Background: an optimization exercise with open tools, aiming at a short achievable clock period and few clock cycles. Do not read the settings as production practice.
No run shown here included a check of the RTL's function; only the layout flow was run.
Power figures rest on the tool's default switching activity, not on a simulated workload.

**design.v**
```verilog
`timescale 1ns/1ns
module reg_file (
    input  logic                      clk,
    input  logic                      rst,
    input  logic [5-1:0] rs1_addr,
    input  logic [5-1:0] rs2_addr,
    input  logic [5-1:0] rd_addr,
    input  logic [32-1:0]       rd_data,
    input  logic                      rd_write,
    output logic [32-1:0]       rs1_data,
    output logic [32-1:0]       rs2_data
);
    logic [32-1:0] regs [1:32-1];
    always_ff @(posedge clk or posedge rst) begin
        if (rst) begin
            for (int i = 1; i < 32; i++) regs[i] <= '0;
        end else if (rd_write && rd_addr != '0) begin
            regs[rd_addr] <= rd_data;
        end
    end
    assign rs1_data = (rs1_addr == '0) ? '0 : regs[rs1_addr];
    assign rs2_data = (rs2_addr == '0) ? '0 : regs[rs2_addr];
endmodule
`timescale 1ns/1ns
module riscv_pipe_top (
    input  logic                clk,
    input  logic                rst,
    output logic [32-1:0] imem_addr,
    input  logic [32-1:0] imem_data,
    output logic [32-1:0] dmem_addr,
    output logic                dmem_read,
    output logic                dmem_write,
    output logic [32-1:0] dmem_wdata,
    input  logic [32-1:0] dmem_rdata
);
    localparam int BTB_IDX = 5;            
    localparam int BTB_TAG = 4;
    localparam int BTB_TGT = 12;           
    localparam int BTB_N   = 1 << BTB_IDX;
    localparam logic [6:0] OPC_OP     = 7'b0110011;
    localparam logic [6:0] OPC_OP_IMM = 7'b0010011;
    localparam logic [6:0] OPC_LOAD   = 7'b0000011;
    localparam logic [6:0] OPC_STORE  = 7'b0100011;
    localparam logic [6:0] OPC_BRANCH = 7'b1100011;
    localparam logic [6:0] OPC_LUI    = 7'b0110111;
    logic [31:0]        pc;
    logic               if_id_valid;
    logic [31:0]        if_id_inst;
    logic [31:0]        if_id_pc;
    logic               if_id_pred;       
    logic [31:1]        if_id_ptgt;       
    logic               if_id_hit;        
    logic [1:0]         if_id_cnt;
    logic               id_ex_valid;
    logic               id_ex_we;
    logic [4:0]         id_ex_rd;
    logic               id_ex_load;
    logic               id_ex_store;
    logic               id_ex_branch;
    logic [31:0]        id_ex_a;
    logic [31:0]        id_ex_b;
    logic [31:0]        id_ex_s;
    logic               id_ex_fwd_a;
    logic               id_ex_fwd_b;
    logic               id_ex_fwd_s;
    logic               id_ex_sub;
    logic               id_ex_op_add, id_ex_op_sll, id_ex_op_sr, id_ex_op_slt, id_ex_op_sltu;
    logic               id_ex_op_xor, id_ex_op_or, id_ex_op_and;
    logic               id_ex_sra;
    logic               id_ex_br_eq, id_ex_br_lt, id_ex_br_ltu, id_ex_br_inv;
    logic               id_ex_pred;
    logic [31:0]        id_ex_pc4;
    logic [31:0]        id_ex_tgt;
    logic [31:0]        id_ex_pc;
    logic               id_ex_hit;
    logic [1:0]         id_ex_cnt;
    logic               ex_mem_load;
    logic               ex_mem_store;
    logic               ex_mem_we;
    logic [4:0]         ex_mem_rd;
    logic [31:0]        ex_mem_res;
    logic [31:0]        ex_mem_sdata;
    logic               mem_wb_we;
    logic [4:0]         mem_wb_rd;
    logic [31:0]        mem_wb_val;
    logic [1:0]         btb_cnt [0:BTB_N-1];
    logic [BTB_TAG-1:0] btb_tag [0:BTB_N-1];
    logic [BTB_TGT:1]   btb_tgt [0:BTB_N-1];
    logic [BTB_IDX-1:0] f_idx;
    logic               f_hit;
    logic [1:0]         f_cnt;
    logic               f_pred;
    logic [31:1]        f_tgt;
    assign imem_addr = pc;
    assign f_idx     = pc[BTB_IDX+1:2];
    assign f_hit     = (btb_tag[f_idx] == pc[BTB_IDX+BTB_TAG+1:BTB_IDX+2]);
    assign f_cnt     = btb_cnt[f_idx];
    assign f_pred    = f_hit && f_cnt[1];
    assign f_tgt     = {pc[31:BTB_TGT+1], btb_tgt[f_idx]};
    logic [6:0]  d_opc;
    logic [2:0]  d_f3;
    logic [4:0]  d_rs1, d_rs2, d_rd;
    logic        d_is_op, d_is_opi, d_is_load, d_is_store, d_is_br, d_is_lui;
    logic        d_use1, d_use2, d_we;
    logic [31:0] d_imm_i, d_imm_s, d_imm_b, d_imm_u;
    logic [31:0] d_tgt, d_pc4;
    logic [31:0] rf_rs1, rf_rs2;
    logic [31:0] d_v1, d_v2;
    logic        d_ex1, d_ex2;
    logic        stall;
    logic        d_tgt_ok;
    logic        id_ex_pgood;
    logic        id_redirect;
    logic [31:0] id_redirect_pc;
    logic        d_pred;
    logic        ex_redirect;
    logic [31:0] ex_redirect_pc;
    assign d_opc    = if_id_inst[6:0];
    assign d_f3     = if_id_inst[14:12];
    assign d_rd     = if_id_inst[11:7];
    assign d_rs1    = if_id_inst[19:15];
    assign d_rs2    = if_id_inst[24:20];
    assign d_is_op    = if_id_valid && d_opc == OPC_OP;
    assign d_is_opi   = if_id_valid && d_opc == OPC_OP_IMM;
    assign d_is_load  = if_id_valid && d_opc == OPC_LOAD;
    assign d_is_store = if_id_valid && d_opc == OPC_STORE;
    assign d_is_br    = if_id_valid && d_opc == OPC_BRANCH;
    assign d_is_lui   = if_id_valid && d_opc == OPC_LUI;
    assign d_use1 = (d_is_op || d_is_opi || d_is_load || d_is_store || d_is_br) && d_rs1 != 5'd0;
    assign d_use2 = (d_is_op || d_is_store || d_is_br) && d_rs2 != 5'd0;
    assign d_we   = (d_is_op || d_is_opi || d_is_load || d_is_lui) && d_rd != 5'd0;
    assign d_imm_i = {{20{if_id_inst[31]}}, if_id_inst[31:20]};
    assign d_imm_s = {{20{if_id_inst[31]}}, if_id_inst[31:25], if_id_inst[11:7]};
    assign d_imm_b = {{20{if_id_inst[31]}}, if_id_inst[7], if_id_inst[30:25], if_id_inst[11:8], 1'b0};
    assign d_imm_u = {if_id_inst[31:12], 12'b0};
    assign d_tgt   = if_id_pc + d_imm_b;
    assign d_pc4   = if_id_pc + 32'd4;
    reg_file i_reg_file (
        .clk      (clk),
        .rst      (rst),
        .rs1_addr (d_rs1),
        .rs2_addr (d_rs2),
        .rd_addr  (mem_wb_rd),
        .rd_data  (mem_wb_val),
        .rd_write (mem_wb_we),
        .rs1_data (rf_rs1),
        .rs2_data (rf_rs2)
    );
    assign d_ex1 = id_ex_we && id_ex_rd == d_rs1;
    assign d_ex2 = id_ex_we && id_ex_rd == d_rs2;
    always_comb begin
        if (ex_mem_we && ex_mem_rd == d_rs1)      d_v1 = ex_mem_load ? dmem_rdata : ex_mem_res;
        else if (mem_wb_we && mem_wb_rd == d_rs1) d_v1 = mem_wb_val;
        else                                      d_v1 = rf_rs1;
        if (ex_mem_we && ex_mem_rd == d_rs2)      d_v2 = ex_mem_load ? dmem_rdata : ex_mem_res;
        else if (mem_wb_we && mem_wb_rd == d_rs2) d_v2 = mem_wb_val;
        else                                      d_v2 = rf_rs2;
    end
    assign stall = id_ex_load && ((d_use1 && d_ex1) || (d_use2 && d_ex2));
    always_comb begin
        d_tgt_ok       = (if_id_ptgt == d_tgt[31:1]);
        id_redirect    = 1'b0;
        id_redirect_pc = d_tgt;
        d_pred         = if_id_pred;
        if (if_id_valid && !d_is_br && if_id_pred) begin
            id_redirect    = 1'b1;                
            id_redirect_pc = d_pc4;
            d_pred         = 1'b0;
        end else if (d_is_br && !if_id_hit && if_id_inst[31]) begin
            id_redirect    = 1'b1;                
            d_pred         = 1'b1;
            d_tgt_ok       = 1'b1;
        end
    end
    logic [31:0] x_a, x_b, x_s;
    logic [32:0] x_sum;
    logic        x_eq, x_lt, x_ltu;
    logic [31:0] x_sll, x_sr;
    logic [31:0] x_res;
    logic        x_cond, x_taken;
    assign x_a = id_ex_fwd_a ? ex_mem_res : id_ex_a;
    assign x_b = id_ex_fwd_b ? ex_mem_res : id_ex_b;
    assign x_s = id_ex_fwd_s ? ex_mem_res : id_ex_s;
    assign x_sum = {1'b0, x_a} + {1'b0, x_b ^ {32{id_ex_sub}}} + {32'b0, id_ex_sub};
    assign x_eq  = (x_a == x_b);
    assign x_ltu = !x_sum[32];
    assign x_lt  = (x_a[31] ^ x_b[31]) ? x_a[31] : x_sum[31];
    assign x_sll = x_a << x_b[4:0];
    assign x_sr  = $signed({id_ex_sra & x_a[31], x_a}) >>> x_b[4:0];
    assign x_res = ({32{id_ex_op_add}}  & x_sum[31:0])
                 | ({32{id_ex_op_sll}}  & x_sll)
                 | ({32{id_ex_op_sr}}   & x_sr)
                 | ({32{id_ex_op_slt}}  & {31'b0, x_lt})
                 | ({32{id_ex_op_sltu}} & {31'b0, x_ltu})
                 | ({32{id_ex_op_xor}}  & (x_a ^ x_b))
                 | ({32{id_ex_op_or}}   & (x_a | x_b))
                 | ({32{id_ex_op_and}}  & (x_a & x_b));
    assign x_cond  = (id_ex_br_eq ? x_eq : id_ex_br_lt ? x_lt : id_ex_br_ltu ? x_ltu : 1'b0) ^ id_ex_br_inv;
    assign x_taken = id_ex_branch && x_cond;
    assign ex_redirect    = id_ex_branch && (x_cond ? !id_ex_pgood : id_ex_pred);
    assign ex_redirect_pc = x_cond ? id_ex_tgt : id_ex_pc4;
    always_ff @(posedge clk or posedge rst) begin
        if (rst) begin
            pc          <= 32'h0000_0000;
            if_id_valid <= 1'b0;
        end else if (ex_redirect) begin
            pc          <= ex_redirect_pc;
            if_id_valid <= 1'b0;
        end else if (stall) begin
            pc          <= pc;
        end else if (id_redirect) begin
            pc          <= id_redirect_pc;
            if_id_valid <= 1'b0;
        end else begin
            pc          <= f_pred ? {f_tgt, 1'b0} : pc + 32'd4;
            if_id_valid <= 1'b1;
        end
    end
    always_ff @(posedge clk) begin
        if (!stall) begin
            if_id_inst <= imem_data;
            if_id_pc   <= pc;
            if_id_pred <= f_pred;
            if_id_ptgt <= f_tgt;
            if_id_hit  <= f_hit;
            if_id_cnt  <= f_cnt;
        end
    end
    always_ff @(posedge clk or posedge rst) begin
        if (rst) begin
            id_ex_valid  <= 1'b0;
            id_ex_we     <= 1'b0;
            id_ex_load   <= 1'b0;
            id_ex_store  <= 1'b0;
            id_ex_branch <= 1'b0;
        end else if (ex_redirect || stall) begin
            id_ex_valid  <= 1'b0;
            id_ex_we     <= 1'b0;
            id_ex_load   <= 1'b0;
            id_ex_store  <= 1'b0;
            id_ex_branch <= 1'b0;
        end else begin
            id_ex_valid  <= if_id_valid;
            id_ex_we     <= d_we;
            id_ex_load   <= d_is_load;
            id_ex_store  <= d_is_store;
            id_ex_branch <= d_is_br;
        end
    end
    always_ff @(posedge clk) begin
        id_ex_rd     <= d_rd;
        id_ex_a      <= d_is_lui ? 32'b0 : d_v1;
        id_ex_b      <= (d_is_op || d_is_br) ? d_v2 :
                        d_is_lui             ? d_imm_u :
                        d_is_store           ? d_imm_s : d_imm_i;
        id_ex_s      <= d_v2;
        id_ex_fwd_a  <= d_use1 && d_ex1;
        id_ex_fwd_b  <= (d_is_op || d_is_br) && d_use2 && d_ex2;
        id_ex_fwd_s  <= d_is_store && d_use2 && d_ex2;
        id_ex_sub    <= d_is_br || ((d_is_op || d_is_opi) && (d_f3 == 3'b010 || d_f3 == 3'b011)) ||
                        (d_is_op && d_f3 == 3'b000 && if_id_inst[30]);
        id_ex_op_add  <= d_is_load || d_is_store || d_is_lui || ((d_is_op || d_is_opi) && d_f3 == 3'b000);
        id_ex_op_sll  <= (d_is_op || d_is_opi) && d_f3 == 3'b001;
        id_ex_op_slt  <= (d_is_op || d_is_opi) && d_f3 == 3'b010;
        id_ex_op_sltu <= (d_is_op || d_is_opi) && d_f3 == 3'b011;
        id_ex_op_xor  <= (d_is_op || d_is_opi) && d_f3 == 3'b100;
        id_ex_op_sr   <= (d_is_op || d_is_opi) && d_f3 == 3'b101;
        id_ex_op_or   <= (d_is_op || d_is_opi) && d_f3 == 3'b110;
        id_ex_op_and  <= (d_is_op || d_is_opi) && d_f3 == 3'b111;
        id_ex_sra     <= if_id_inst[30];
        id_ex_br_eq   <= d_f3[2:1] == 2'b00;
        id_ex_br_lt   <= d_f3[2:1] == 2'b10;
        id_ex_br_ltu  <= d_f3[2:1] == 2'b11;
        id_ex_br_inv  <= d_f3[0] && d_f3[2:1] != 2'b01;
        id_ex_pred    <= d_pred;
        id_ex_pgood   <= d_pred && d_tgt_ok;
        id_ex_pc4     <= d_pc4;
        id_ex_tgt     <= d_tgt;
        id_ex_pc      <= if_id_pc;
        id_ex_hit     <= if_id_hit;
        id_ex_cnt     <= if_id_cnt;
    end
    logic               u_cnt_we;
    logic               u_tgt_we;
    logic [BTB_IDX-1:0] u_idx;
    logic [1:0]         u_cnt;
    logic [BTB_TAG-1:0] u_tag;
    logic [BTB_TGT:1]   u_tgt;
    always_ff @(posedge clk or posedge rst) begin
        if (rst) begin
            u_cnt_we <= 1'b0;
            u_tgt_we <= 1'b0;
        end else begin
            u_cnt_we <= id_ex_branch && (id_ex_hit || x_taken);
            u_tgt_we <= id_ex_branch && x_taken;
        end
    end
    always_ff @(posedge clk) begin
        u_idx <= id_ex_pc[BTB_IDX+1:2];
        u_tag <= id_ex_pc[BTB_IDX+BTB_TAG+1:BTB_IDX+2];
        u_tgt <= id_ex_tgt[BTB_TGT:1];
        if (!id_ex_hit)                          u_cnt <= 2'b10;
        else if (x_taken && id_ex_cnt != 2'b11)  u_cnt <= id_ex_cnt + 2'b01;
        else if (!x_taken && id_ex_cnt != 2'b00) u_cnt <= id_ex_cnt - 2'b01;
        else                                     u_cnt <= id_ex_cnt;
    end
    always_ff @(posedge clk or posedge rst) begin
        if (rst) begin
            for (int i = 0; i < BTB_N; i++) btb_cnt[i] <= 2'b00;
        end else if (u_cnt_we) begin
            btb_cnt[u_idx] <= u_cnt;
        end
    end
    always_ff @(posedge clk) begin
        if (u_tgt_we) begin
            btb_tag[u_idx] <= u_tag;
            btb_tgt[u_idx] <= u_tgt;
        end
    end
    always_ff @(posedge clk or posedge rst) begin
        if (rst) begin
            ex_mem_load  <= 1'b0;
            ex_mem_store <= 1'b0;
            ex_mem_we    <= 1'b0;
        end else begin
            ex_mem_load  <= id_ex_load;
            ex_mem_store <= id_ex_store;
            ex_mem_we    <= id_ex_we;
        end
    end
    always_ff @(posedge clk) begin
        ex_mem_rd    <= id_ex_rd;
        ex_mem_res   <= x_res;
        ex_mem_sdata <= x_s;
    end
    assign dmem_addr  = ex_mem_res;
    assign dmem_read  = ex_mem_load;
    assign dmem_write = ex_mem_store;
    assign dmem_wdata = ex_mem_sdata;
    always_ff @(posedge clk or posedge rst) begin
        if (rst) mem_wb_we <= 1'b0;
        else     mem_wb_we <= ex_mem_we;
    end
    always_ff @(posedge clk) begin
        mem_wb_rd  <= ex_mem_rd;
        mem_wb_val <= ex_mem_load ? dmem_rdata : ex_mem_res;
    end
endmodule
```
**flow/run.sh**
```bash
#!/bin/bash
# Standard layout, with repair_timing aiming for setup slack well above zero.
set -uo pipefail
bash standard.sh SETUP_SLACK_MARGIN=7.5 finish > standard_flow.log 2>&1
```
**standard.sh**
```bash
#!/bin/bash
# synth_recipe.tcl (not shown) runs the flow's synth.tcl, then flattens the netlist and writes it again
# the make line also repeats each setting of config.mk as NAME=value (left out here)
make -C /OpenROAD-flow-scripts/flow DESIGN_CONFIG=/design/flow/config.mk WORK_HOME=/design/flow/orfs CLKGATE_MAP_FILE= SYNTH_SCRIPT=/design/flow/synth_recipe.tcl "${@:-finish}"
```
**config.mk**
```make
export PLATFORM = sky130hd
export DESIGN_NAME = riscv_pipe_top
export DESIGN_NICKNAME = riscv_pipe_top
export VERILOG_FILES = /design/flow/design.v
export SDC_FILE = /design/flow/constraint.sdc
export NUM_CORES = 4
export LEC_CHECK = 0
export ABC_CLOCK_PERIOD_IN_PS = 3000
export CAP_MARGIN = 20
export CELL_PAD_IN_SITES_DETAIL_PLACEMENT = 2
export CELL_PAD_IN_SITES_GLOBAL_PLACEMENT = 2
export CORE_MARGIN = 2
export CORE_UTILIZATION = 30
export SLEW_MARGIN = 20
export TNS_END_PERCENT = 100
```
**constraint.sdc**
```tcl
create_clock -name core_clock -period 11.0 [get_ports {clk}]
set_input_delay 2.2000 -clock core_clock [delete_from_list [all_inputs] [get_ports {clk}]]
set_output_delay 2.2000 -clock core_clock [all_outputs]
set_load 0.01 [all_outputs]
```
==> metrics.md, run 1 <==
| Metric | Value |
|---|---|
| Number of synthesis warnings | 4 |
| RSZ-0062 raised after global routing | true |
| Hold Crit Class | reg -> reg |
| Reg clk slew, reported paths | 0.07 ns |
| CTS Buf Count | 233 |
| Rows | 209 |
| DRC | 0 |
| Hold buffers post-CTS | 0 |
| Synth Flop Type | dfrtp_1 |
| Largest cells by area after synthesis | dfrtp_1 28%, edfxtp_1 18%, mux2_2 13%, dfxtp_1 6.6%, a22oi_1 4.6% |
| Unique masters post-synth | 99 |
| Skew final | 0.107 ns |
| Crit share post-route | 41.9% |
| Post-Syn Instances | 8056 |
| Gp weighted congestion | 0.885 |
| Register bit count reported by yosys | 2015 |
| Clk Tree Root Cell | clkbuf_16 |
| Area of the core | 324000 um^2 |
| Antenna violations before repair | 31 |
| Wire per inst | 41.0 um |
| Synth top area share | 28.1% |
| First-pass GRT wire length | 726000 um |
| Worst skew pair latency | 0.95 ns |
| Share of layout cells above drive strength 1 | 37.6% |
| Max-cap violations | 0 |
| Minimum clock period after layout | 4.61 ns |
| Total Nets Final | 8766 |
| Critical path fanouts, max | 7 |
| Global route overflow | 0 |
| Setup violators final | 0 |
| Arr. time, crit path | 5.43 ns |
| PortBufs | 163 |
| Ys async rst share | 54.5% |
| Register area share after synthesis | 53.0% |
| Clock Sinks | 2015 |
| WS Path Type | reg -> reg |
| Vias in the first global route | 85143 |
| Startpoint types | flip-flop |
| Die Width | 575 um |
| Fmax | 0.217 GHz |
| Origin of the critical flop-to-flop path | id_ex_fwd_b |
| Synth Cell Area | 97700 um^2 |
| Antenna-violating nets left | 0 |
| Post-Synthesis Net Count | 8260 |
| Die area | 330000 um^2 |
| Req. time, crit path | 11.82 ns |
| Initial Utilization | 30.2% |
| DP Wirelength | 306000 um |
| DRT iter0 DRCs | 9891 |
| Synth area leader | dfrtp_1 |
| Avg Vias per Cell | 6.26 |
| Leak | 51.5 nW |
| Status | complete, no violations |
| Largest net degree at the start of global routing | 169 |
| Max-slew violation count | 0 |
| Power Dens Cells | 181 nW/um^2 |
| Total Wirelength | 538000 um |
| EDFF count, synth | 592 |
| Die Y | 575 um |
| GR Util All Layers | 31.3% |
| Vias | 82049 |
| CTS Buffer Depth | 4 |
| Syn-to-layout area delta | 27.0% |
| Crit. End Element | flip-flop |
| Non-Filler Instances | 13101 |
| HP Start | id_ex_pc[6] |
| Min Hold Slack | 0.331 ns |
| CTS tree | done |
| Maximum vdd ir drop | 0.000171 V |
| I/O pin count | 164 |
| DP Cell Count | 12128 |
| Detailed Routing Iterations Pass 1 | 9 |
| Slew @ Worst Pin | 1.32 ns |
| Worst setup startpoint | id_ex_fwd_b |
| Syn Area/Cell | 12.1 um^2 |
| Final Hold Fails | 0 |
| Slew HR | 12.1% |
| H-tree Lvls | 4 |
==> metrics by stage <==
| stage | utilization (%) | worst slack, ns | setup TNS (ns) | area (um^2) | power, W |
|---|---|---|---|---|---|
| after floorplan | - | -6.36 | -6992.94 | 98100 | 0.0114 |
| after global placement | 32.5 | 4.13 | 0 | 105000 | 0.0131 |
| after detailed placement | 32.5 | 4.13 | 0 | 105000 | 0.0133 |
| after CTS | 37.3 | 6.49 | 0 | 121000 | 0.0223 |
| after global routing | 38.3 | 6.25 | 0 | 124000 | 0.0232 |
| final | 38.3 | 6.39 | 0 | 124000 | 0.0225 |
==> Yosys cell counts, types with 140 or more instances <==
library cell / count
mux2_2: 1110
dfrtp_1: 1099
a22oi_1: 602
edfxtp_1: 592
clkbuf_1: 517
nand2_1: 409
nor2_1: 356
dfxtp_1: 324
a21oi_1: 273
mux2i_1: 264
o21ai_0: 200
inv_1: 180
nand3_1: 164
a221oi_1: 145
nand4_1: 145
a22o_1: 140
==> sequential cells by signal, indices dropped and copies added (netlist names), 5 cells and up <==
| register | count |
|---|---|
| ex_mem_sdata | 32 |
| id_ex_tgt | 31 |
| i_reg_file.regs | 992 |
| id_ex_b | 32 |
| mem_wb_rd | 5 |
| u_idx | 5 |
| u_tgt | 12 |
| if_id_inst | 32 |
| btb_cnt | 64 |
| mem_wb_val | 32 |
| id_ex_s | 32 |
| if_id_pc | 32 |
| ex_mem_rd | 5 |
| pc | 32 |
| id_ex_a | 32 |
| if_id_ptgt | 12 |
| ex_mem_res | 32 |
| btb_tag | 128 |
| id_ex_pc | 11 |
| id_ex_rd | 5 |
| id_ex_pc4 | 30 |
| btb_tgt | 384 |
==> worst max-delay path, stage by stage (launching register included) <==
cell       delay, ns
dfxtp_4         0.37
buf_12          0.13
buf_12          0.12
buf_16          0.15
mux2i_4         0.29
xnor2_2         0.14
ha_2            0.32
o21a_1          0.14
o21a_1          0.24
o22ai_4         0.29
o21ai_4         0.12
o211a_1         0.24
a2111oi_4       0.39
buf_4           0.18
a21oi_1         0.05
nor4b_4         0.13
buf_4           0.17
buf_12          0.13
buf_4           0.14
buf_12          0.13
buf_12          0.12
buf_12          0.14
mux2i_1         0.18
mux2i_1         0.12
==> final timing paths <==
path / end / slack (ns) / cells past startpoint
hold / removal: u_idx[4] / 0.33 / 0
max in group asynchronous: i_reg_file.regs[12][1] / 7.62 / 4
hold reg to reg: u_idx[4] / 0.33 / 0
min in group asynchronous: i_reg_file.regs[24][24] / 2.08 / 2
setup / recovery: pc[18] / 6.39 / 23
setup reg to reg: pc[18] / 6.39 / 23
==> cell families (layout without fill, tap and decap cells) <==
logic type | Yosys count | in the layout | synth area share [%]
muxes | 1511 | 1511 | 18.6
other | 0 | 19 | 0
and+or+nand+nor | 1462 | 1462 | 7.26
DFF | 2015 | 2015 | 53.0
adders and majority gates | 138 | 138 | 1.78
AOI/OAI and AO/OA | 1904 | 1905 | 14.3
buffers and inverters | 863 | 1563 | 3.54
xor gates and xnor gates | 163 | 163 | 1.56
==> power breakdown <==
part           switching, W  internal, W
clock network       0.00349      0.00473
logic               0.00313      0.00216
registers          0.000637      0.00835
==> layout make-up <==
| cell class | instances | area, um^2 |
|---|---|---|
| diodes | 19 | 47.5 |
| clock buffers | 329 | 6690 |
| clock inverters | 101 | 1230 |
| fillers | 32483 | 200000 |
| inverters | 184 | 712 |
| multi-input cells | 5179 | 46900 |
| flip-flops and latches | 2015 | 52000 |
| well taps | 4325 | 5410 |
| repair buffers | 948 | 11000 |
| repair inverters | 1 | 5.00 |
==> layout by cell type (no fill, tap or decap), types with 125 or more instances in the layout <==
master / n
clkbuf_16: 250
buf_4: 517
a221oi_1: 125
nand2_1: 383
o21ai_0: 144
mux2_2: 1109
nand3_1: 152
a22o_1: 140
a21oi_1: 203
mux2i_1: 196
dfrtp_1: 1067
nand4_1: 145
mux4_2: 133
buf_6: 144
inv_1: 170
edfxtp_1: 592
a22oi_1: 590
nor2_1: 224
dfxtp_1: 226
==> metal layers <==
metal	global-route usage (%)	part of all wire, %	vias up
li1	-	-	31975
met1	39.2	39	43928
met2	48.9	45	4552
met3	6.82	8.5	1580
met4	19.9	7.7	14
met5	0	0.036	-
==> repair_timing <==
item                       4_1_cts  5_1_grt
pin swaps                      149      176
gates resized for setup       1355      354
gates cloned                    37       11
buffers inserted               317      158
setup endpoints to repair     1068      734
==> inputs of run 2 (changes only) <==
==> run.sh (new file) <==
#!/bin/bash
# synth_recipe.tcl (not shown) runs the flow's synth.tcl, then flattens the netlist and writes it again
# the make line also repeats each setting of config.mk as NAME=value (left out here)
make -C /OpenROAD-flow-scripts/flow DESIGN_CONFIG=/design/flow/config.mk WORK_HOME=/design/flow/orfs CLKGATE_MAP_FILE= SYNTH_SCRIPT=/design/flow/synth_recipe.tcl finish
--- a/config.mk
+++ b/config.mk
@@ -13,2 +13,3 @@
 export CORE_UTILIZATION = 30
+export SETUP_SLACK_MARGIN = 5
 export SLEW_MARGIN = 20
removed: flow/run.sh
removed: standard.sh
==> metrics.md, run 2 <==
| Metric | Value |
|---|---|
| Status | complete, no violations |
| PortBufs | 163 |
| Hold depth | 0 |
| Internal | 0.0147 W |
| Max-slew violation count | 0 |
| EDFF count, synth | 592 |
| RSZ-0062 raised after global routing | false |
| DRT iter0 DRCs | 9081 |
| Final Hold Fails | 0 |
| Combinational Power Share | 18.5% |
| Leak | 46.9 nW |
| Detailed Routing Iterations Pass 1 | 7 |
| Arr. time, crit path | 6.49 ns |
| DRC | 0 |
| Vias | 78005 |
| Worst skew pair latency | 0.94 ns |
| Initial Utilization | 30.2% |
| Antenna-violating nets left | 0 |
| Clock share of power | 38.8% |
| Sequential share of power | 42.7% |
| Max-cap violations | 0 |
| Largest delay share family, worst path | compound AO/OA/AOI/OAI gates |
| First-pass GRT wire length | 691000 um |
| Wire per inst | 39.8 um |
| Clock Sinks | 2015 |
| Register area share after synthesis | 53.0% |
| Synth Flop Type | dfrtp_1 |
| Startpoint types | flip-flop |
| CTS tree | done |
| Crit share post-route | 51.8% |
| Synth area leader | dfrtp_1 |
| CTS Buf Count | 232 |
| Non-Filler Instances | 12589 |
| Antenna violations before repair | 47 |
| Unique masters post-synth | 99 |
| Number of synthesis warnings | 4 |
| Max reg flops | 992 |
| Total negative slack | 0 ns |
| Avg Vias per Cell | 6.20 |
| Post-Synthesis Net Count | 8260 |
| Maximum vdd ir drop | 0.000181 V |
| Die area | 330000 um^2 |
| Slew @ Worst Pin | 1.28 ns |
| Rows | 209 |
| Worst path buffer plus inverter count | 4 |
| R2R Setup Slk | 5.31 ns |
| Gp weighted congestion | 0.885 |
| Fmax | 0.176 GHz |
| Syn Area/Cell | 12.1 um^2 |
| Origin of the critical flop-to-flop path | id_ex_fwd_b |
| Most frequent cells in the layout | 1110 x mux2_2, 1093 x dfrtp_1, 602 x a22oi_1 |
| Largest registers | i_reg_file.regs x992, btb_tgt x384, btb_tag x128 |
| Hold Crit Class | reg -> reg |
| WS Path Type | reg -> reg |
| Net Sw Frac | 31.2% |
| Slew HR | 15.0% |
| Largest net degree at the start of global routing | 167 |
| Largest cells by area after synthesis | dfrtp_1 28%, edfxtp_1 18%, mux2_2 13%, dfxtp_1 6.6%, a22oi_1 4.6% |
| RR Endpoint | pc[0] |
| Minimum clock period after layout | 5.69 ns |
| Total Wirelength | 502000 um |
| GR Util All Layers | 29.6% |
| Req. time, crit path | 11.80 ns |
| Clk Tree Root Cell | clkbuf_16 |
| Ys async rst share | 54.5% |
| CP max stage cell | buf_6 |
| FF-to-FF path depth | 17 |
| Critical path fanouts, max | 51 |
| Reg clk slew, reported paths | 0.06 ns |
| Crit-path cells | buf_8, mux2i_4, buf_6, xnor2_1, ha_1, o211ai_1, a21o_1, o21a_1, o21ai_2, a31oi_2, o2111ai_1, nor4bb_1, nor4b_4, buf_4, mux2i_4, buf_6, mux2_4 |
| Synth Cell Area | 97700 um^2 |
| Commonest non-fill, non-tap cell in the layout | mux2_2 |
| Area of the core | 324000 um^2 |
| DP Cell Count | 12144 |
| Vias in the first global route | 82396 |
| HP Start | id_ex_pc[6] |
| Skew final | 0.107 ns |
| Total Nets Final | 8258 |
| Share of layout cells above drive strength 1 | 25.8% |
| Setup violators final | 0 |
| Reg with most FFs | i_reg_file.regs |
| Most frequent cell after synthesis | mux2_2 |
| Register bit count reported by yosys | 2015 |
| Crit-path max cell delay | 0.46 ns |
| DP Wirelength | 314000 um |
| Post-synth top cells | 1110 x mux2_2, 1099 x dfrtp_1, 602 x a22oi_1, 592 x edfxtp_1, 517 x clkbuf_1 |
| Post-Syn Instances | 8056 |
| Synth top area share | 28.1% |
| CTS Buffer Depth | 4 |
| Power Dens Cells | 189 nW/um^2 |
| Syn-to-layout area delta | 16.1% |
| Die Width | 575 um |
| Global route overflow | 0 |
| Hold Path End | u_idx[4] |
| Die Y | 575 um |
| P_sw | 0.00668 W |
| H-tree Lvls | 4 |
| Crit. End Element | flip-flop |
| I/O pin count | 164 |
## run 2: cell counts after synthesis
No cell type changed its count.
## run 2: metal layers
| metal | routed length (um) | GRT usage [%] | up-vias | share of wire [%] |
|---|---|---|---|---|
| met2 | 226000 | 46.5 | 3800 | 45 |
| met3 | 38700 | 5.63 | 1350 | 7.7 |
| met1 | 203000 | 38.0 | 41924 | 40 |
| met4 | 34200 | 17.3 | 12 | 6.8 |
| met5 | 77 | 0 | - | 0.015 |
| li1 | - | - | 30919 | - |
## run 2: power groups by stage
stage	Clock [W]	Sequential [W]	Combinational, W
after detailed placement	0	0.00929	0.00395
after global routing	0.00871	0.00920	0.00423
after CTS	0.00842	0.00915	0.00398
final	0.00831	0.00914	0.00397
after floorplan	0	0.00880	0.00264
after global placement	0	0.00924	0.00388
## run 2: area by class of cell
class / instances / area, um^2
flip-flops and latches: 2015 / 51800
repair buffers: 443 / 4010
clock buffers: 329 / 6670
well taps: 4325 / 5410
multi-input cells: 5178 / 43400
inverters: 184 / 697
fillers: 33294 / 211000
clock inverters: 97 / 1370
diodes: 18 / 45.0
## run 2: how the worst max path moves through the flow
stage / to / depth (start not counted) / start
finish: pc[0] / 17 / id_ex_fwd_b
detailed placement: pc[30] / 16 / id_ex_fwd_b
global route: pc[0] / 17 / id_ex_fwd_b
global placement: pc[30] / 16 / id_ex_fwd_b
CTS: pc[30] / 15 / id_ex_fwd_a
floorplan: btb_cnt[0][0] / 1 / rst
## run 2: logic make-up (layout without fill, tap and decap cells)
| group | count (synthesis) | in the layout | share of synthesized area (%) |
|---|---|---|---|
| AND/OR/NAND/NOR | 1462 | 1462 | 7.26 |
| XOR/XNOR | 163 | 163 | 1.56 |
| buffers and inverters | 863 | 1053 | 3.54 |
| adder cells (fa/ha/maj) | 138 | 138 | 1.78 |
| other | 0 | 18 | 0 |
| AO/OA/AOI/OAI | 1904 | 1904 | 14.3 |
| multiplexers | 1511 | 1511 | 18.6 |
| flip-flops | 2015 | 2015 | 53.0 |
## run 2: per-stage QoR
stage / worst slack, ns / utilization, % / hold slack, ns / power (W) / cell area [um^2]
3_3_place_gp: 4.47 / 32.5 / 0.315 / 0.0131 / 105000
4_1_cts: 5.04 / 35.0 / 0.303 / 0.0215 / 113000
5_1_grt: 5.14 / 35.0 / 0.319 / 0.0221 / 113000
6_report: 5.31 / 35.0 / 0.313 / 0.0214 / 113000
3_5_place_dp: 4.44 / 32.5 / 0.318 / 0.0132 / 105000
2_1_floorplan: -6.36 / - / 0.310 / 0.0114 / 97700
## run 2: what timing repair did
item / 4_1_cts / 5_1_grt
pin swaps: 0 / 1
endpoints found under the setup margin: 39 / 34
gates cloned: 0 / 0
hold buffers: 0 / 0
buffers inserted: 0 / 1
resized for setup: 6 / 2
endpoints found under the hold margin: 0 / 0

## what the ideal ports hide
Ports are ideal in the flow. The routed layouts listed here were re-timed in OpenROAD. Step 1: set_driving_cell puts a clkbuf_16 on clk and a buf_2 on each other input, an assumption about the parent block. Step 2 adds t to the input delays and takes it off the output delays; t is the mean of the earliest and latest rising clock arrival at the registers after step 1. Input paths then give back, and output paths get back, about the clock's delay inside the block. a / b / c = no drivers / after step 1 / after step 2; a / b = the first two.
| run | t (ns) | setup slack, ns | clock arrival spread, ns | worst register clock-pin slew, ns | pins driven straight from the clock port |
|---|---|---|---|---|---|
| run 1 | 0.993 | 6.388 / 6.388 / 6.388 | 0.140 / 0.140 | 0.07 / 0.07 | 1 |
| run 2 | 0.996 | 5.307 / 5.307 / 5.307 | 0.133 / 0.133 | 0.07 / 0.07 | 1 |
After both steps every run listed still meets setup and hold.
